Background: an optimization exercise with open tools, aiming at small area, a short achievable clock period and few clock cycles. Do not read the settings as production practice. No functional check of the RTL was part of any run shown here. No activity file was given, so power comes from the tool's default toggle rates.

## flow/design.v (module list and top-level ports; edited modules follow where they fit)
// module mac_lane: 102 lines
// module mac_pp_tree: 490 lines
// module mac_acc_tree: 331 lines
// module mac_add8c: 57 lines
// module mac_add48: 466 lines
// module mac_array: 112 lines
module mac_array (
  input  logic        clk,
  input  logic        arst_n_in,
  input  logic        in_valid,
  output logic        in_ready,
  input  logic [63:0] a_in,
  input  logic [63:0] b_in,
  input  logic        in_last,
  input  logic        round_in,
  input  logic        sat_in,
  output logic        out_valid,
  input  logic        out_ready,
  output logic [63:0] out,
  output logic [3:0]  out_ovf
);
  // ...
==> flow/flow/run.sh <==
#!/bin/bash
# Standard layout flow, with the port buffers made from a regular buffer
# cell (the default pick is a delay cell). All tool output is in
# orfs/logs/ (per step) and in standard.log here.
set -euo pipefail
export BUFFER_PORTS_ARGS="-buffer_cell sky130_fd_sc_hd__buf_1"
bash standard.sh > standard.log 2>&1
==> flow/standard.sh <==
#!/bin/bash
# synth_recipe.tcl (not shown) runs the flow's synth.tcl, then flattens the netlist and writes it again
# the make line also repeats each setting of config.mk as NAME=value (left out here)
make -C /OpenROAD-flow-scripts/flow DESIGN_CONFIG=/design/flow/config.mk WORK_HOME=/design/flow/orfs CLKGATE_MAP_FILE= SYNTH_SCRIPT=/design/flow/synth_recipe.tcl "${@:-finish}"
==> flow/config.mk <==
export PLATFORM = sky130hd
export DESIGN_NAME = mac_array
export DESIGN_NICKNAME = mac_array
export VERILOG_FILES = /design/flow/design.v
export SDC_FILE = /design/flow/constraint.sdc
export NUM_CORES = 4
export LEC_CHECK = 0
export ABC_AREA = 1
export CAP_MARGIN = 20
export CORE_MARGIN = 2
export CORE_UTILIZATION = 40
export CTS_CLUSTER_DIAMETER = 120
export CTS_CLUSTER_SIZE = 22
export SETUP_SLACK_MARGIN = 4.2
export SLEW_MARGIN = 20
==> flow/constraint.sdc <==
create_clock -name core_clock -period 7.0 [get_ports {clk}]
set_input_delay 1.4000 -clock core_clock [delete_from_list [all_inputs] [get_ports {clk}]]
set_output_delay 1.4000 -clock core_clock [all_outputs]
set_load 0.01 [all_outputs]
==> reports/qor.tcl, run 1 <==
set qor(status) {timing/DRC/antenna clean}
set qor(pwr.group.combinational_uw) 18800
set qor(p_int_uw) 19500
set qor(placedCellCount) 8032
set qor(yosys_warnings) 3
set qor(first_global_vias) 40672
set qor(multi_input_area_um2) 32700
set qor(postCtsSetupRepairBufs) 26
set qor(worstPathBufferInverterCount) 2
set qor(worst_slack_ns) 4.15
set qor(taps_inserted) 2044
set qor(cts_hold_repair.buffers) 0
set qor(synth_compound_gate_area_share) 0.0761
set qor(port-buffer-count) 204
set qor(path_depth) 10
set qor(synthMuxAreaShare) 0.000364
set qor(finalMaxSlewViolations) 0
set qor(gpl.final_weighted_congestion) 0.891
set qor(signal_buffer_area_fraction) 0.0212
set qor(fillcell_total) 14822
set qor(max_clock_freq_ghz) 0.351
set qor(p_sw_frac) 0.424
set qor(met3_usage) 0.0202
set qor(dieHeight_um) 398
set qor(die-area_um2) 158000
set qor(asyncSetResetFlopFracSynth) 0.0150
set qor(post_cts_resize_count) 208
set qor(drt_iter0_markers) 2367
set qor(totalWireLength_mm) 139
set qor(number_of_antenna_violations_at_the_first_check_in_global_routing) 3
set qor(top_signal_layer_used) {met4}
set qor(most-common-layout-cells) {dfxtp_1, nand2_1, inv_1}
set qor(layout_commonest_cell) {dfxtp_1}
set qor(r2r_end) {g_lane[1].u_lane.acc_q[13]$_DFF_P_}
set qor(worst_slew_margin_rel) 0.388
set qor(die_w_um) 398
set qor(number_of_top_level_pins) 205
set qor(finalNetCount) 7093
set qor(reg2reg_slack_ns) 4.15
==> inputs of run 2 (changes only) <==
--- a/flow/config.mk
+++ b/flow/config.mk
@@ -13,3 +13,3 @@
 export CTS_CLUSTER_SIZE = 22
-export SETUP_SLACK_MARGIN = 4.2
+export SETUP_SLACK_MARGIN = 4.05
 export SLEW_MARGIN = 20
==> run 2 against run 1 <==
Core utilization down 0.23 points. Critical endpoint is now out[44]. Largest power group unchanged. Clock power hardly changed. Non-clock buffer count decreased by 11. Final cell count is 0.12% lower. Synthesized cell count is the same.
==> reports/qor.tcl, run 2 <==
set qor(power_per_standard_cell_area_nw_per_um2) 501 ;# was 509 nW/um^2
set qor(main_area_contributors_after_synthesis) {dfxtp_1, fa_1, edfxtp_1} ;# unchanged
set qor(power.total_uw) 33200 ;# was 33900 uW
set qor(critical_path.endpoint_type) {output pin} ;# was flip-flop
set qor(dieHeight_um) 398 ;# unchanged
set qor(p_sw_frac) 0.424 ;# about the same
set qor(status) {timing/DRC/antenna clean} ;# unchanged
set qor(cts_num_sinks) 1137 ;# unchanged
set qor(cpMaxStageDelayCell) {edfxtp_1} ;# was fa_1
set qor(insertion_delay_ns) 0.71 ;# was 0.70 ns
set qor(placed_cell_area_um2) 63800 ;# about the same
set qor(first_global_vias) 40456 ;# was 40672
set qor(floorplan_core_area_um2) 154000 ;# unchanged
set qor(gr-usage-all-layers) 0.177 ;# was 0.175
set qor(htreeDepth) 2 ;# unchanged
set qor(pwr-share-comb) 0.541 ;# was 0.556
set qor(detail-route-antenna-nets) 0 ;# unchanged
set qor(setup_violations) 0 ;# unchanged
set qor(vias_per_cell) 4.88 ;# was 4.87
set qor(yosys_warnings) 3 ;# unchanged
set qor(register_bit_count_reported_by_yosys) 1137 ;# unchanged
set qor(synth.cells.most_frequent) {dfxtp_1, nand2_1, inv_1} ;# unchanged
set qor(worst-setup-path-type) {reg -> out} ;# was reg -> reg
set qor(timing.setup.tns_ns) 0 ;# unchanged
set qor(avgSynthCellArea_um2) 10.1 ;# unchanged
set qor(drcViolationCount) 0 ;# unchanged
set qor(die-area_um2) 158000 ;# unchanged
set qor(finalInstanceArea_um2) 66300 ;# was 66600 um^2
set qor(drt_pre_antenna_iters) 7 ;# was 5
set qor(clock-skew-final_ns) 0.0339 ;# was 0.0315 ns
set qor(number_of_top_level_pins) 205 ;# unchanged
set qor(asyncSetResetFlopFracSynth) 0.0150 ;# unchanged
set qor(clk_path_buf_depth) 3 ;# unchanged
set qor(grt_max_degree) 73 ;# was 68
set qor(clock_tree_from_tritoncts) {yes} ;# unchanged
set qor(report.final.hold_viol_count) 0 ;# unchanged
set qor(totalWireLength_mm) 141 ;# was 139 mm
set qor(finalMaxSlewViolations) 0 ;# unchanged
set qor(timing.critical_path.cells) {buf_1} ;# was fa_1 > inv_2 > fa_1 > fa_2 > inv_2 > fa_2 > nand3_2 > nand2_2 > fa_2 > xor2_1
set qor(period_share) 0.416 ;# was 0.408
set qor(rows) 144 ;# unchanged
set qor(synth_enable_flop_cells) 204 ;# unchanged
set qor(number_of_antenna_violations_at_the_first_check_in_global_routing) 4 ;# was 3
set qor(synth-main-ff-cell) {dfxtp_1} ;# unchanged
set qor(detailed_route_via_count) 39752 ;# was 39730
set qor(worstPathRequired_ns) 5.60 ;# was 7.58 ns
set qor(worst_setup_hold_path_clk_slew_ns) 0.09 ;# about the same
set qor(peakVddDrop_mv) 0.281 ;# about the same
set qor(critical_path_arrival_ns) 1.51 ;# was 3.44 ns
set qor(wire_length_of_the_first_global_routing_pass_mm) 224 ;# was 222 mm
set qor(layout_commonest_cell) {dfxtp_1} ;# unchanged
set qor(static_leakage_uw) 0.0301 ;# about the same
set qor(finalNetCount) 7082 ;# was 7093
set qor(worst_pin_slew_ns) 0.996 ;# was 0.918 ns
set qor(critPathTopFamily) {flip-flops} ;# was adder cells
set qor(layout.cells.non_filler) 8146 ;# was 8156
set qor(clock_tree.root_cell) {clkbuf_16} ;# unchanged
set qor(worstPathBufferInverterCount) 1 ;# was 2
set qor(p_switching_uw) 14100 ;# was 14400 uW
set qor(worst_slew_margin_rel) 0.336 ;# was 0.388
set qor(syn_area_um2) 62000 ;# unchanged
set qor(max-cap-violations) 0 ;# unchanged
set qor(synth_sequential_area_ratio) 0.402 ;# unchanged
set qor(share_of_cells_above_drive_strength_1) 0.0703 ;# was 0.0882
set qor(class_of_the_most_critical_hold_timing_path) {reg -> reg} ;# unchanged
set qor(die_w_um) 398 ;# unchanged
set qor(biggest_regs) {g_lane.u_lane.pv_q (340), g_lane.u_lane.acc_q (192), sk_q (136)} ;# unchanged
set qor(wl_per_cell_um) 17.3 ;# was 17.1 um
set qor(crit_fanout) 1 ;# was 2
set qor(hpwl_mm) 103 ;# was 104 mm
set qor(start_util) 0.403 ;# unchanged
set qor(post-synth-top-count-cell) {dfxtp_1} ;# unchanged
set qor(drt_iter0_markers) 2642 ;# was 2367
set qor(diodes) 0 ;# unchanged
set qor(gpl.final_weighted_congestion) 0.865 ;# was 0.891
set qor(cts-buffers-inserted) 58 ;# unchanged
set qor(regMostFlops) {g_lane.u_lane.pv_q} ;# unchanged
set qor(overflow) 0 ;# unchanged
set qor(max_clock_freq_ghz) 0.343 ;# was 0.351 GHz
set qor(pwr-share-seq) 0.346 ;# was 0.335
set qor(fillcell_total) 14845 ;# was 14822
set qor(placedCellCount) 8029 ;# was 8032
set qor(critical_path.max_stage_delay_ns) 0.61 ;# was 0.54 ns
set qor(p_int_uw) 19100 ;# was 19500 uW
set qor(setup.worst_path.start_class) {flip-flop} ;# unchanged
set qor(post_synth_num_cell_types) 50 ;# unchanged
set qor(largest_register_ffs) 340 ;# unchanged
set qor(rsz_0062_raised_after_global_routing) {yes} ;# unchanged
set qor(most-common-layout-cells) {dfxtp_1, inv_1, nand2_1} ;# was dfxtp_1, nand2_1, inv_1
set qor(yosysTopAreaCellShare) 0.296 ;# unchanged
set qor(layout_min_cycle_time_ns) 2.91 ;# was 2.85 ns
set qor(synthesis.instances) 6139 ;# unchanged
set qor(clock_power_share) 0.113 ;# was 0.110
set qor(port-buffer-count) 204 ;# unchanged
set qor(area_growth_synth_to_finish_pct) 6.96 ;# was 7.54%
set qor(syn_nets) 7145 ;# unchanged
set qor(post-synth-top-area-cell) {dfxtp_1} ;# unchanged
-- run 2: cell counts after synthesis --
Identical to the previous run, type by type.
-- run 2: cells by family after synthesis --
group                    after synthesis  share of synthesized area
buffers and inverters               1226                     0.0775
AND/OR/NAND/NOR                     1402                     0.0948
multiplexers                           2                   0.000363
adder cells (fa/ha/maj)              871                      0.244
AO/OA/AOI/OAI                        757                     0.0761
flip-flops                          1137                      0.402
XOR/XNOR                             744                      0.105
-- run 2: stage by stage --
stage | worst slack, ns | hold slack [ns] | util
6_report | 4.09 | 0.330 | 0.431
3_5_place_dp | 3.18 | 0.313 | 0.415
3_3_place_gp | 3.28 | 0.315 | 0.415
4_1_cts | 4.06 | 0.334 | 0.429
5_1_grt | 4.01 | 0.341 | 0.431
2_1_floorplan | 4.09 | 0.310 | -
-- run 2: metal layers --
layer | part of all wire | up-vias | GRT usage
met5 | 0 | - | 0
met4 | 0.018 | 0 | 0.0344
met3 | 0.055 | 145 | 0.0261
met2 | 0.45 | 985 | 0.286
met1 | 0.47 | 19388 | 0.254
li1 | - | 19234 | -
-- run 2: what timing repair did --
action                                 in CTS  in global routing
cloned                                      5                  0
pin swaps                                   5                 43
endpoints found under the hold margin       0                  0
resized for setup                          51                137
setup buffers                              23                  3
setup endpoints to repair                 224                109
hold buffers                                0                  0
-- run 2: power by group through the flow --
stage	combinational (uW)	clock (uW)	sequential (uW)
2_1_floorplan	13700	0	10700
3_3_place_gp	16700	0	11600
3_5_place_dp	17500	0	11600
4_1_cts	17700	3880	11500
5_1_grt	21000	4090	11800
6_report	18000	3740	11500
-- run 2: cell type report --
type                    count  area, um^2  share of cell area
clock buffers              82        1610              0.0242
inverters                 854        3250              0.0490
well taps                2044        2560              0.0386
clock inverters             4        36.3            0.000548
flip-flops and latches   1137       25000               0.377
multi-input cells        3776       32500               0.490
repair buffers            249        1320              0.0198
-- run 2: final timing paths --
check	from	endpoint	slack (ns)	cells after the start
max in group asynchronous	arst_n_in	g_lane[2].u_lane.g_first.first_q$_DFFE_PN1P_	6.03	2
max	o_q[44]$_DFFE_PP_	out[44]	4.09	1
min in group asynchronous	arst_n_in	cnt_q[0]$_DFFE_PN0P_	0.66	2
min reg2reg	r1_q$_DFF_P_	r2_q$_DFF_P_	0.33	0
min	r1_q$_DFF_P_	r2_q$_DFF_P_	0.33	0
max reg2reg	g_lane[0].u_lane.two_n_q[5]$_DFF_P_	g_lane[0].u_lane.pv_q[50]$_DFF_P_	4.11	6
==> module mac_lane, before the edit <==
module mac_lane #(
  parameter int unsigned NV = 85,
  parameter bit          INV_PART = 1'b0
) (
  input  logic        clk_i,
  input  logic        rst_ni,
  input  logic        take_i,     
  input  logic        take2_i,    
  input  logic [15:0] a_i,
  input  logic [15:0] b_i,
  input  logic        v1_i,       
  input  logic        l1_i,       
  input  logic        rnd_i,      
  input  logic        rnd_f_i,    
  input  logic        sat_f_i,
  output logic [15:0] res_o,      
  output logic        ovf_o
);
  logic [15:0]   a_q;
  logic [7:0]    one_d, two_d, neg_d, one_q, two_q, neg_q;
  logic [NV-1:0] pv, pv_q;
  logic [47:0]   rs, rc;
  logic [47:15]  fin_q;
  always_comb begin
    for (int i = 0; i < 8; i++) begin
      {neg_d[i], two_d[i], one_d[i]} =
        mac_pkg::booth_enc(b_i[2*i+1], b_i[2*i], (i == 0) ? 1'b0 : b_i[2*i-1]);
    end
  end
  logic [15:0] a_n_q, a_m_q, a_m;
  logic [7:0]  one_n_q, two_n_q;
  always_ff @(posedge clk_i) begin
    a_n_q   <= take_i ? ~a_i : 16'hffff;
    a_m_q   <= take2_i ? ~a_i : 16'hffff;
    one_n_q <= ~one_d;
    two_n_q <= ~two_d;
    neg_q   <= neg_d;
  end
  assign a_q   = ~a_n_q;
  assign a_m   = ~a_m_q;
  assign one_q = ~one_n_q;
  assign two_q = ~two_n_q;
  mac_pp_tree u_pp (.a(a_q), .a2(a_m), .one(one_q), .two(two_q), .neg(neg_q), .v(pv));
  always_ff @(posedge clk_i) begin
    pv_q <= pv;
  end
  logic [47:0] acc_q, acc_g, acc_n, pend, t;
  logic [5:1]  cc_q, cc_g;
  logic [5:0]  co;
  logic        part_q;
  if (INV_PART) begin : g_first
    logic first_q;
    always_ff @(posedge clk_i or negedge rst_ni) begin
      if (!rst_ni) begin
        first_q <= 1'b1;
      end else if (v1_i) begin
        first_q <= l1_i;
      end
    end
    assign part_q = ~first_q;
  end else begin : g_part
    always_ff @(posedge clk_i or negedge rst_ni) begin
      if (!rst_ni) begin
        part_q <= 1'b0;
      end else if (v1_i) begin
        part_q <= ~l1_i;
      end
    end
  end
  assign acc_g = part_q ? acc_q : 48'h0;
  assign cc_g  = part_q ? cc_q : 5'h0;
  mac_acc_tree u_acc (.v(pv_q), .acc(acc_g), .s(rs), .c(rc));
  for (genvar gj = 0; gj < 6; gj++) begin : g_blk
    mac_add8c u_blk (
      .a (rs[8*gj +: 8]),
      .b (rc[8*gj +: 8]),
      .ci((gj == 0) ? 1'b0 : cc_g[gj]),
      .co(co[gj]),
      .y (acc_n[8*gj +: 8])
    );
  end
  always_ff @(posedge clk_i) begin
    acc_q <= acc_n;
    cc_q  <= co[4:0];
  end
  always_comb begin
    pend = 48'h0;
    for (int j = 1; j < 6; j++) pend[8*j] = cc_q[j];
    pend[15] = rnd_i;
  end
  mac_add48 u_fin (.a(acc_q), .b(pend), .y(t));
  always_ff @(posedge clk_i) begin
    fin_q <= t[47:15];
  end
  logic wrap, sgn;
  always_comb begin
    wrap  = rnd_f_i & fin_q[47] & ~|fin_q[46:15];
    sgn   = fin_q[47] & ~wrap;
    ovf_o = ~(&fin_q[47:31] | ~|fin_q[47:31]);
    res_o = (sat_f_i & ovf_o) ? (sgn ? 16'h8000 : 16'h7fff) : fin_q[31:16];
  end
endmodule
==> inputs of run 3 (changes only) <==
--- a/flow/design.v
+++ b/flow/design.v
@@ -55,4 +55,4 @@
   logic [47:0] acc_q, acc_g, acc_n, pend, t;
-  logic [5:1]  cc_q, cc_g;
-  logic [5:0]  co;
+  logic [7:1]  cc_q, cc_g;
+  logic [7:0]  co;
   logic        part_q;
@@ -78,11 +78,11 @@
   assign acc_g = part_q ? acc_q : 48'h0;
-  assign cc_g  = part_q ? cc_q : 5'h0;
+  assign cc_g  = part_q ? cc_q : 7'h0;
   mac_acc_tree u_acc (.v(pv_q), .acc(acc_g), .s(rs), .c(rc));
-  for (genvar gj = 0; gj < 6; gj++) begin : g_blk
-    mac_add8c u_blk (
-      .a (rs[8*gj +: 8]),
-      .b (rc[8*gj +: 8]),
+  for (genvar gj = 0; gj < 8; gj++) begin : g_blk
+    mac_add6c u_blk (
+      .a (rs[6*gj +: 6]),
+      .b (rc[6*gj +: 6]),
       .ci((gj == 0) ? 1'b0 : cc_g[gj]),
       .co(co[gj]),
-      .y (acc_n[8*gj +: 8])
+      .y (acc_n[6*gj +: 6])
     );
@@ -91,3 +91,3 @@
     acc_q <= acc_n;
-    cc_q  <= co[4:0];
+    cc_q  <= co[6:0];
   end
@@ -95,3 +95,3 @@
     pend = 48'h0;
-    for (int j = 1; j < 6; j++) pend[8*j] = cc_q[j];
+    for (int j = 1; j < 8; j++) pend[6*j] = cc_q[j];
     pend[15] = rnd_i;
@@ -931,11 +931,11 @@
 endmodule
-module mac_add8c (
-  input  logic [7:0] a,
-  input  logic [7:0] b,
+module mac_add6c (
+  input  logic [5:0] a,
+  input  logic [5:0] b,
   input  logic        ci,
   output logic        co,
-  output logic [7:0] y
+  output logic [5:0] y
 );
-  logic [7:0] g, p, cy;
-  assign g = {a[7:1] & b[7:1], (a[0] & b[0]) | ((a[0] ^ b[0]) & ci)};
+  logic [5:0] g, p, cy;
+  assign g = {a[5:1] & b[5:1], (a[0] & b[0]) | ((a[0] ^ b[0]) & ci)};
   assign p = a ^ b;
@@ -948,7 +948,2 @@
   logic gg7, pp7;
-  logic gg8, pp8;
-  logic gg9, pp9;
-  logic gg10, pp10;
-  logic gg11, pp11;
-  logic gg12, pp12;
   assign gg1 = g[1] | (p[1] & g[0]);
@@ -959,20 +954,10 @@
   assign pp3 = p[5] & p[4];
-  assign gg4 = g[7] | (p[7] & g[6]);
-  assign pp4 = p[7] & p[6];
-  assign gg5 = g[2] | (p[2] & gg1);
+  assign gg4 = g[2] | (p[2] & gg1);
+  assign pp4 = 1'b0;
+  assign gg5 = gg2 | (pp2 & gg1);
   assign pp5 = 1'b0;
-  assign gg6 = gg2 | (pp2 & gg1);
+  assign gg6 = g[4] | (p[4] & gg5);
   assign pp6 = 1'b0;
-  assign gg7 = g[6] | (p[6] & gg3);
-  assign pp7 = p[6] & pp3;
-  assign gg8 = gg4 | (pp4 & gg3);
-  assign pp8 = pp4 & pp3;
-  assign gg9 = g[4] | (p[4] & gg6);
-  assign pp9 = 1'b0;
-  assign gg10 = gg3 | (pp3 & gg6);
-  assign pp10 = 1'b0;
-  assign gg11 = gg7 | (pp7 & gg6);
-  assign pp11 = 1'b0;
-  assign gg12 = gg8 | (pp8 & gg6);
-  assign pp12 = 1'b0;
+  assign gg7 = gg3 | (pp3 & gg5);
+  assign pp7 = 1'b0;
   assign cy[0] = ci;
@@ -980,9 +965,7 @@
   assign cy[2] = gg1;
-  assign cy[3] = gg5;
-  assign cy[4] = gg6;
-  assign cy[5] = gg9;
-  assign cy[6] = gg10;
-  assign cy[7] = gg11;
+  assign cy[3] = gg4;
+  assign cy[4] = gg5;
+  assign cy[5] = gg6;
   assign y = p ^ cy;
-  assign co = gg12;
+  assign co = gg7;
 endmodule
--- a/flow/config.mk
+++ b/flow/config.mk
@@ -13,3 +13,3 @@
 export CTS_CLUSTER_SIZE = 22
-export SETUP_SLACK_MARGIN = 4.05
+export SETUP_SLACK_MARGIN = 4.1
 export SLEW_MARGIN = 20
==> run 3 against run 2 <==
Still clean. Routed wire length increased by 1.4%. Critical path depth increased by 12. Power grew 0.75%. Fmax is 0.85% higher. First-iteration DRC count down 10%. Count of clock-buffer cells in the layout is 6 lower. Final cell count is 1.9% higher. Synthesized area is 1.4% higher. Die area is 1.4% higher. Register-to-register slack is essentially flat. Final area rose by 2.0%. Critical endpoint is now g_lane[3].u_lane.acc_q[34]$_DFF_P_.
==> reports/qor.tcl, run 3 <==
set qor(setup.worst_path.start_class) {flip-flop} ;# unchanged
set qor(status) {timing/DRC/antenna clean} ;# unchanged
set qor(main_area_contributors_after_synthesis) {dfxtp_1, fa_1, edfxtp_1} ;# unchanged
set qor(static_leakage_uw) 0.0306 ;# was 0.0301 uW
set qor(diodes) 0 ;# unchanged
set qor(period_share) 0.412 ;# was 0.416
set qor(placed_cell_area_um2) 64800 ;# was 63800 um^2
set qor(layout.cells.non_filler) 8303 ;# was 8146
set qor(setup_violations) 0 ;# unchanged
set qor(area_growth_synth_to_finish_pct) 7.55 ;# was 6.96%
set qor(wire_length_of_the_first_global_routing_pass_mm) 230 ;# was 224 mm
set qor(p_sw_frac) 0.426 ;# was 0.424
set qor(clock-skew-final_ns) 0.0368 ;# was 0.0339 ns
set qor(post-route-util) 0.433 ;# was 0.431
set qor(post-synth-top-count-cell) {dfxtp_1} ;# unchanged
set qor(worst_slack_ns) 4.11 ;# was 4.09 ns
set qor(critical_path.max_stage_delay_ns) 0.51 ;# was 0.61 ns
set qor(finalNetCount) 7249 ;# was 7082
set qor(dieHeight_um) 400 ;# was 398 um
set qor(avgSynthCellArea_um2) 10.0 ;# was 10.1 um^2
set qor(hpwl_mm) 107 ;# was 103 mm
set qor(die-area_um2) 160000 ;# was 158000 um^2
set qor(synth-main-ff-cell) {dfxtp_1} ;# unchanged
set qor(largest_register_ffs) 340 ;# unchanged
set qor(placedCellCount) 8172 ;# was 8029
set qor(cpMaxStageDelayCell) {fa_1} ;# was edfxtp_1
set qor(crit_fanout) 8 ;# was 1
set qor(detailedPlace.worstSlack_ns) 3.22 ;# was 3.18 ns
set qor(p_switching_uw) 14300 ;# was 14100 uW
set qor(synth.cells.most_frequent) {dfxtp_1, nand2_1, inv_1} ;# unchanged
set qor(cts-buffers-inserted) 59 ;# was 58
set qor(power_per_standard_cell_area_nw_per_um2) 495 ;# was 501 nW/um^2
set qor(detailed_route_via_count) 40617 ;# was 39752
set qor(timing.setup.tns_ns) 0 ;# unchanged
set qor(first_global_vias) 41582 ;# was 40456
set qor(post-synth-top-area-cell) {dfxtp_1} ;# unchanged
set qor(clock_tree.root_cell) {clkbuf_16} ;# unchanged
set qor(finalInstanceArea_um2) 67600 ;# was 66300 um^2
set qor(clock_power_share) 0.111 ;# was 0.113
set qor(die_w_um) 400 ;# was 398 um
set qor(wl_per_cell_um) 17.2 ;# was 17.3 um
set qor(peakVddDrop_mv) 0.271 ;# was 0.281 mV
set qor(insertion_delay_ns) 0.70 ;# was 0.71 ns
set qor(max_clock_freq_ghz) 0.346 ;# was 0.343 GHz
set qor(critPathTopFamily) {adder cells} ;# was flip-flops
set qor(grt_max_degree) 71 ;# was 73
set qor(worst-setup-path-type) {reg -> reg} ;# was reg -> out
set qor(class_of_the_most_critical_hold_timing_path) {reg -> reg} ;# unchanged
set qor(rsz_0062_raised_after_global_routing) {yes} ;# unchanged
set qor(most-common-layout-cells) {nand2_1, dfxtp_1, inv_1} ;# was dfxtp_1, inv_1, nand2_1
set qor(layout_min_cycle_time_ns) 2.89 ;# was 2.91 ns
set qor(worst_slew_margin_rel) 0.307 ;# was 0.336
set qor(pwr-share-comb) 0.548 ;# was 0.541
set qor(clk_path_buf_depth) 3 ;# unchanged
set qor(yosys_warnings) 3 ;# unchanged
set qor(number_of_top_level_pins) 205 ;# unchanged
set qor(critical_path_arrival_ns) 3.53 ;# was 1.51 ns
set qor(totalWireLength_mm) 143 ;# was 141 mm
set qor(gpl.final_weighted_congestion) 0.873 ;# was 0.865
set qor(p_int_uw) 19200 ;# was 19100 uW
set qor(regMostFlops) {g_lane.u_lane.pv_q} ;# unchanged
set qor(post_synth_num_cell_types) 51 ;# was 50
set qor(drt_pre_antenna_iters) 5 ;# was 7
set qor(share_of_cells_above_drive_strength_1) 0.0833 ;# was 0.0703
set qor(synth_enable_flop_cells) 204 ;# unchanged
set qor(fillcell_total) 14848 ;# was 14845
set qor(worst_pin_slew_ns) 1.04 ;# was 0.996 ns
set qor(synth_sequential_area_ratio) 0.399 ;# was 0.402
set qor(htreeDepth) 2 ;# unchanged
set qor(detail-route-antenna-nets) 0 ;# unchanged
set qor(port-buffer-count) 204 ;# unchanged
set qor(register_bit_count_reported_by_yosys) 1145 ;# was 1137
set qor(floorplan_core_area_um2) 156000 ;# was 154000 um^2
set qor(max-cap-violations) 0 ;# unchanged
set qor(rows) 145 ;# was 144
set qor(yosysTopAreaCellShare) 0.294 ;# was 0.296
set qor(worst_setup_hold_path_clk_slew_ns) 0.09 ;# about the same
set qor(synthesis.instances) 6263 ;# was 6139
set qor(gr-usage-all-layers) 0.177 ;# about the same
set qor(asyncSetResetFlopFracSynth) 0.0148 ;# was 0.0150
set qor(syn_nets) 7289 ;# was 7145
set qor(cts_num_sinks) 1145 ;# was 1137
set qor(report.final.hold_viol_count) 0 ;# unchanged
set qor(overflow) 0 ;# unchanged
set qor(timing.critical_path.cells) {buf_12 > inv_16 > buf_12 > nand2_1 > fa_1 > fa_2 > inv_2 > fa_1 > inv_2 > nor2_2 > a211oi_2 > fa_2 > inv_1} ;# was buf_1
set qor(worstPathRequired_ns) 7.65 ;# was 5.60 ns
set qor(drt_iter0_markers) 2366 ;# was 2642
set qor(drcViolationCount) 0 ;# unchanged
set qor(critical_path.endpoint_type) {flip-flop} ;# was output pin
set qor(clock_tree_from_tritoncts) {yes} ;# unchanged
set qor(biggest_regs) {g_lane.u_lane.pv_q (340), g_lane.u_lane.acc_q (192), sk_q (136)} ;# unchanged
set qor(vias_per_cell) 4.89 ;# was 4.88
set qor(number_of_antenna_violations_at_the_first_check_in_global_routing) 8 ;# was 4
set qor(pwr-share-seq) 0.341 ;# was 0.346
set qor(start_util) 0.402 ;# was 0.403
set qor(finalMaxSlewViolations) 0 ;# unchanged
set qor(worstPathBufferInverterCount) 6 ;# was 1
set qor(syn_area_um2) 62800 ;# was 62000 um^2
set qor(layout_commonest_cell) {nand2_1} ;# was dfxtp_1
==> run 3: changes by cell type in the layout (fill, tap and decap cells not counted), sizes merged, moves of 8 or more <==
| cell | change |
|---|---|
| nand2 | +85 |
| nand3 | +18 |
| nor3 | -8 |
| xor2 | -34 |
| a21oi | +16 |
| buf | +21 |
| a21o | -27 |
| a211oi | +12 |
| nor2 | +19 |
| ha | -16 |
| inv | +29 |
| dfxtp | +8 |
| fa | +36 |
==> run 3: layer usage <==
layer	vias up	wire length, um	global-route usage
met4	8	2760	0.0364
met3	175	6760	0.0235
met5	-	47	0
li1	19621	-	-
met1	19886	67400	0.250
met2	927	65800	0.290
==> run 3: worst paths after layout <==
kind / startpoint / end / slack [ns] / cells past startpoint
setup reg to reg: g_lane[2].u_lane.g_first.first_q$_DFFE_PN1P_ / g_lane[3].u_lane.acc_q[34]$_DFF_P_ / 4.11 / 13
min in group asynchronous: arst_n_in / cnt_q[1]$_DFFE_PN0P_ / 0.65 / 2
setup / recovery: g_lane[2].u_lane.g_first.first_q$_DFFE_PN1P_ / g_lane[3].u_lane.acc_q[34]$_DFF_P_ / 4.11 / 13
hold / removal: r0_q$_DFF_P_ / r1_q$_DFF_P_ / 0.33 / 0
max in group asynchronous: arst_n_in / rdy2_q$_DFF_PN1_ / 6.07 / 2
hold reg to reg: r0_q$_DFF_P_ / r1_q$_DFF_P_ / 0.33 / 0
==> run 3: power groups by stage <==
stage / logic (uW) / clock network (uW) / registers [uW]
final: 18300 / 3710 / 11400
after global routing: 21400 / 4080 / 11700
after CTS: 18000 / 3860 / 11400
after detailed placement: 17600 / 0 / 11600
after global placement: 16700 / 0 / 11500
after floorplan: 13400 / 0 / 10800
==> run 3: logic make-up (layout without fill, tap and decap cells) <==
| kind of cell | after synthesis | in the layout | synth area share |
|---|---|---|---|
| AND/OR/NAND/NOR | 1502 | 1502 | 0.101 |
| buffers and inverters | 1253 | 1235 | 0.0778 |
| flip-flops | 1145 | 1145 | 0.399 |
| adder cells (fa/ha/maj) | 891 | 891 | 0.249 |
| AO/OA/AOI/OAI | 763 | 763 | 0.0748 |
| XOR/XNOR | 708 | 708 | 0.0987 |
| multiplexers | 1 | 1 | 0.000179 |
==> run 3: per-stage QoR <==
| step | hold slack [ns] | total power [uW] |
|---|---|---|
| 3_3_place_gp | 0.314 | 28200 |
| 6_report | 0.331 | 33400 |
| 5_1_grt | 0.342 | 37200 |
| 3_5_place_dp | 0.314 | 29100 |
| 2_1_floorplan | 0.310 | 24300 |
| 4_1_cts | 0.333 | 33200 |
==> run 3: layout make-up <==
cell class                      count  area (um^2)  area share
Multi-Input combinational cell   3865        33300       0.492
Sequential cell                  1145        25200       0.373
Inverter                          880         3360      0.0496
Tap cell                         2058         2570      0.0381
Clock buffer                       76         1560      0.0231
Timing Repair Buffer              271         1540      0.0228
Clock inverter                      7         78.8     0.00117
Timing Repair inverter              1         8.76    0.000130
==> run 3: repair_timing <==
item                       in CTS  in global routing
setup endpoints to repair     219                128
pin swaps                      17                 70
gates resized for setup       107                163
hold buffers                    0                  0
cloned                          4                  3
setup buffers                  27                 14
==> inputs of run 4 (changes only) <==
--- a/flow/config.mk
+++ b/flow/config.mk
@@ -13,3 +13,3 @@
 export CTS_CLUSTER_SIZE = 22
-export SETUP_SLACK_MARGIN = 4.1
+export SETUP_SLACK_MARGIN = 4.2
 export SLEW_MARGIN = 20
==> run 4 against run 3 <==
Flip-flop and latch count unchanged. Final cell count up 0.19%. Power up 1.8%. Largest cell class unchanged.
==> reports/qor.tcl, run 4 <==
set qor(cpMaxStageDelayCell) {dfstp_2} ;# was fa_1
set qor(critPathTopFamily) {adder cells} ;# unchanged
set qor(gpl.final_weighted_congestion) 0.872 ;# was 0.873
set qor(start_util) 0.402 ;# unchanged
set qor(placedCellCount) 8168 ;# was 8172
set qor(synth_enable_flop_cells) 204 ;# unchanged
set qor(gr-usage-all-layers) 0.180 ;# was 0.177
set qor(first_global_vias) 42402 ;# was 41582
set qor(worst_slew_margin_rel) 0.304 ;# was 0.307
set qor(synthesis.instances) 6263 ;# unchanged
set qor(post-synth-top-area-cell) {dfxtp_1} ;# unchanged
set qor(worstPathBufferInverterCount) 6 ;# unchanged
set qor(avgSynthCellArea_um2) 10.0 ;# unchanged
set qor(cts_num_sinks) 1145 ;# unchanged
set qor(yosys_warnings) 3 ;# unchanged
set qor(clk_path_buf_depth) 3 ;# unchanged
set qor(peakVddDrop_mv) 0.253 ;# was 0.271 mV
set qor(setup_violations) 0 ;# unchanged
set qor(clock_tree_from_tritoncts) {yes} ;# unchanged
set qor(hpwl_mm) 107 ;# about the same
set qor(yosysTopAreaCellShare) 0.294 ;# unchanged
set qor(placed_cell_area_um2) 64800 ;# about the same
set qor(critical-path-top-cell-by-count) {fa_2}
set qor(regMostFlops) {g_lane.u_lane.pv_q} ;# unchanged
set qor(drt_pre_antenna_iters) 6 ;# was 5
set qor(asyncSetResetFlopFracSynth) 0.0148 ;# unchanged
set qor(syn_area_um2) 62800 ;# unchanged
set qor(main_area_contributors_after_synthesis) {dfxtp_1, fa_1, edfxtp_1} ;# unchanged
set qor(wire_length_of_the_first_global_routing_pass_mm) 233 ;# was 230 mm
set qor(timing.critical_path.cells) {buf_12 > inv_16 > buf_16 > nand2_4 > fa_1 > fa_2 > inv_2 > fa_2 > inv_2 > nor2_2 > a211oi_2 > fa_2 > inv_1} ;# was buf_12 > inv_16 > buf_12 > nand2_1 > fa_1 > fa_2 > inv_2 > fa_1 > inv_2 > nor2_2 > a211oi_2 > fa_2 > inv_1
set qor(largest_register_ffs) 340 ;# unchanged
set qor(vias_per_cell) 4.90 ;# was 4.89
set qor(synth_sequential_area_ratio) 0.399 ;# unchanged
set qor(worst-setup-path-type) {reg -> reg} ;# unchanged
set qor(syn_nets) 7289 ;# unchanged
set qor(insertion_delay_ns) 0.71 ;# was 0.70 ns
set qor(post_synth_num_cell_types) 51 ;# unchanged
set qor(floorplan_core_area_um2) 156000 ;# unchanged
set qor(drt_iter0_markers) 2729 ;# was 2366
set qor(worst_pin_slew_ns) 1.04 ;# about the same
set qor(post-route-util) 0.436 ;# was 0.433
set qor(finalInstanceArea_um2) 68000 ;# was 67600 um^2
set qor(port-buffer-count) 204 ;# unchanged
set qor(worstPathRequired_ns) 7.58 ;# was 7.65 ns
set qor(report.final.hold_viol_count) 0 ;# unchanged
set qor(timing.setup.tns_ns) 0 ;# unchanged
set qor(power_per_standard_cell_area_nw_per_um2) 500 ;# was 495 nW/um^2
set qor(period_share) 0.415 ;# was 0.412
set qor(cts-buffers-inserted) 60 ;# was 59
set qor(overflow) 0 ;# unchanged
set qor(clock-skew-final_ns) 0.0439 ;# was 0.0368 ns
set qor(worst_setup_hold_path_clk_slew_ns) 0.10 ;# was 0.09 ns
set qor(number_of_antenna_violations_at_the_first_check_in_global_routing) 10 ;# was 8
set qor(post-synth-top-count-cell) {dfxtp_1} ;# unchanged
set qor(dieHeight_um) 400 ;# unchanged
set qor(rsz_0062_raised_after_global_routing) {yes} ;# unchanged
set qor(biggest_regs) {g_lane.u_lane.pv_q (340), g_lane.u_lane.acc_q (192), sk_q (136)} ;# unchanged
set qor(totalWireLength_mm) 145 ;# was 143 mm
set qor(grt_max_degree) 71 ;# unchanged
set qor(class_of_the_most_critical_hold_timing_path) {reg -> reg} ;# unchanged
set qor(crit_fanout) 7 ;# was 8
set qor(clock_tree.root_cell) {clkbuf_16} ;# unchanged
set qor(finalMaxSlewViolations) 0 ;# unchanged
set qor(setup.worst_path.start_class) {flip-flop} ;# unchanged
set qor(register_bit_count_reported_by_yosys) 1145 ;# unchanged
set qor(area_growth_synth_to_finish_pct) 8.27 ;# was 7.55%
set qor(layout.cells.non_filler) 8319 ;# was 8303
set qor(share_of_cells_above_drive_strength_1) 0.100 ;# was 0.0833
set qor(wl_per_cell_um) 17.4 ;# was 17.2 um
set qor(critical_path_arrival_ns) 3.49 ;# was 3.53 ns
set qor(detailed_route_via_count) 40767 ;# was 40617
set qor(rows) 145 ;# unchanged
set qor(layout_commonest_cell) {nand2_1} ;# unchanged
set qor(htreeDepth) 2 ;# unchanged
set qor(layout_min_cycle_time_ns) 2.91 ;# was 2.89 ns
set qor(finalNetCount) 7263 ;# was 7249
set qor(critical_path.max_stage_delay_ns) 0.57 ;# was 0.51 ns
set qor(static_leakage_uw) 0.0307 ;# was 0.0306 uW
set qor(most-common-layout-cells) {nand2_1, dfxtp_1, inv_1} ;# unchanged
set qor(synth.cells.most_frequent) {dfxtp_1, nand2_1, inv_1} ;# unchanged
set qor(max-cap-violations) 0 ;# unchanged
set qor(max_clock_freq_ghz) 0.344 ;# was 0.346 GHz
set qor(die-area_um2) 160000 ;# unchanged
set qor(die_w_um) 400 ;# unchanged
set qor(drcViolationCount) 0 ;# unchanged
set qor(number_of_top_level_pins) 205 ;# unchanged
set qor(detail-route-antenna-nets) 0 ;# unchanged
set qor(critical_path.endpoint_type) {flip-flop} ;# unchanged
set qor(status) {timing/DRC/antenna clean} ;# unchanged
set qor(synth-main-ff-cell) {dfxtp_1} ;# unchanged
## run 4: cell types whose count changed in the layout (fill, tap and decap cells not counted), sizes merged
cell / change
clkinvlp: -2
bufinv: +1
diode: +2
inv: +1
buf: +15
clkinv: +1
clkbuf: -2
## run 4: timing repair
action | in CTS | in global routing
setup endpoints to repair | 247 | 136
hold buffers | 0 | 0
buffers inserted | 37 | 20
pin swaps | 57 | 92
resized for setup | 254 | 124
cloned | 6 | 2
## run 4: path summary, 6_finish.rpt
check	cells after the start	from	slack (ns)	to
min in group asynchronous	2	arst_n_in	0.66	busy_q$_DFF_PN0_
max in group asynchronous	2	arst_n_in	6.04	g_lane[2].u_lane.g_first.first_q$_DFFE_PN1P_
setup / recovery	13	g_lane[2].u_lane.g_first.first_q$_DFFE_PN1P_	4.09	g_lane[2].u_lane.acc_q[34]$_DFF_P_
hold reg to reg	0	s2_q$_DFF_P_	0.32	s3_q$_DFF_P_
setup reg to reg	13	g_lane[2].u_lane.g_first.first_q$_DFFE_PN1P_	4.09	g_lane[2].u_lane.acc_q[34]$_DFF_P_
hold / removal	0	s2_q$_DFF_P_	0.32	s3_q$_DFF_P_
## run 4: metal layers
layer,GRT usage,part of all wire
met1,0.247,0.46
met5,0,0.00035
met4,0.0403,0.021
met3,0.0259,0.046
met2,0.301,0.47
## run 4: power by group
group	leakage (uW)	switching (uW)	internal, uW
Clock	0.000824	2160	1620
Combinational	0.0200	10600	8180
Sequential	0.00988	1790	9660
## run 4: layout make-up
class                      count  area [um^2]
fill                       14915        88200
multi-input combinational   3865        33500
sequential                  1145        25200
inverter                     880         3360
tap                         2058         2570
timing repair buffer         285         1690
clock buffer                  75         1580
clock inverter                 9         98.8
antenna                        2         5.00
## run 4: metrics by stage
step / total power [uW] / hold WS (ns) / setup slack [ns]
3_3_place_gp: 28300 / 0.312 / 3.28
6_report: 34000 / 0.325 / 4.09
5_1_grt: 37900 / 0.338 / 3.97
3_5_place_dp: 29200 / 0.312 / 3.22
4_1_cts: 34000 / 0.334 / 4.06
2_1_floorplan: 24300 / 0.310 / 4.10
## run 4: kinds of logic after synthesis
family | Yosys count | synth area share
muxes | 1 | 0.000179
xor gates and xnor gates | 708 | 0.0987
AOI/OAI and AO/OA | 763 | 0.0748
adders and majority gates | 891 | 0.249
and+or+nand+nor | 1502 | 0.101
DFF | 1145 | 0.399
buffers and inverters | 1253 | 0.0778
## run 4: worst register-to-register path: cells and delay by family, from the launching register on
kind,cells,cell delay [ns]
AND/OR/NAND/NOR,2,0.16
adder cells (fa/ha/maj),4,1.52
buffers and inverters,6,0.50
flip-flops,1,0.57
AO/OA/AOI/OAI,1,0.06

## afterwards: timing with drivers on the ports
How much do the figures lean on ideal ports? The routed layouts below were timed once more, with nothing changed but the port constraints.
Step 1: set_driving_cell puts a clkbuf_16 on clk and a buf_2 on each other input, an assumption about the parent block.
Step 2 times the ports against the registers' clock, not the clock port: input delays grow and output delays shrink by t, the midpoint of the rising clock arrivals with the driver on.
Slacks: ideal ports / drivers / drivers and shift; pairs: ideal ports / drivers.
| run | t, ns | setup WS [ns] | hold slack, ns | worst setup path at the end |
|---|---|---|---|---|
| run 1 | 0.767 | 4.147 / 4.108 / 3.787 | 0.334 / 0.334 / 0.334 | input to register |
| run 2 | 0.768 | 4.088 / 4.014 / 3.566 | 0.330 / 0.330 / 0.330 | input to register |
| run 3 | 0.766 | 4.113 / 4.113 / 3.615 | 0.331 / 0.331 / 0.331 | input to register |
| run 4 | 0.772 | 4.094 / 4.094 / 3.750 | 0.325 / 0.325 / 0.325 | input to register |
After both steps every run listed still meets setup and hold. The setup slack of run 2, which loses most, moves by -0.074 ns with the drivers and by -0.522 ns with both steps.
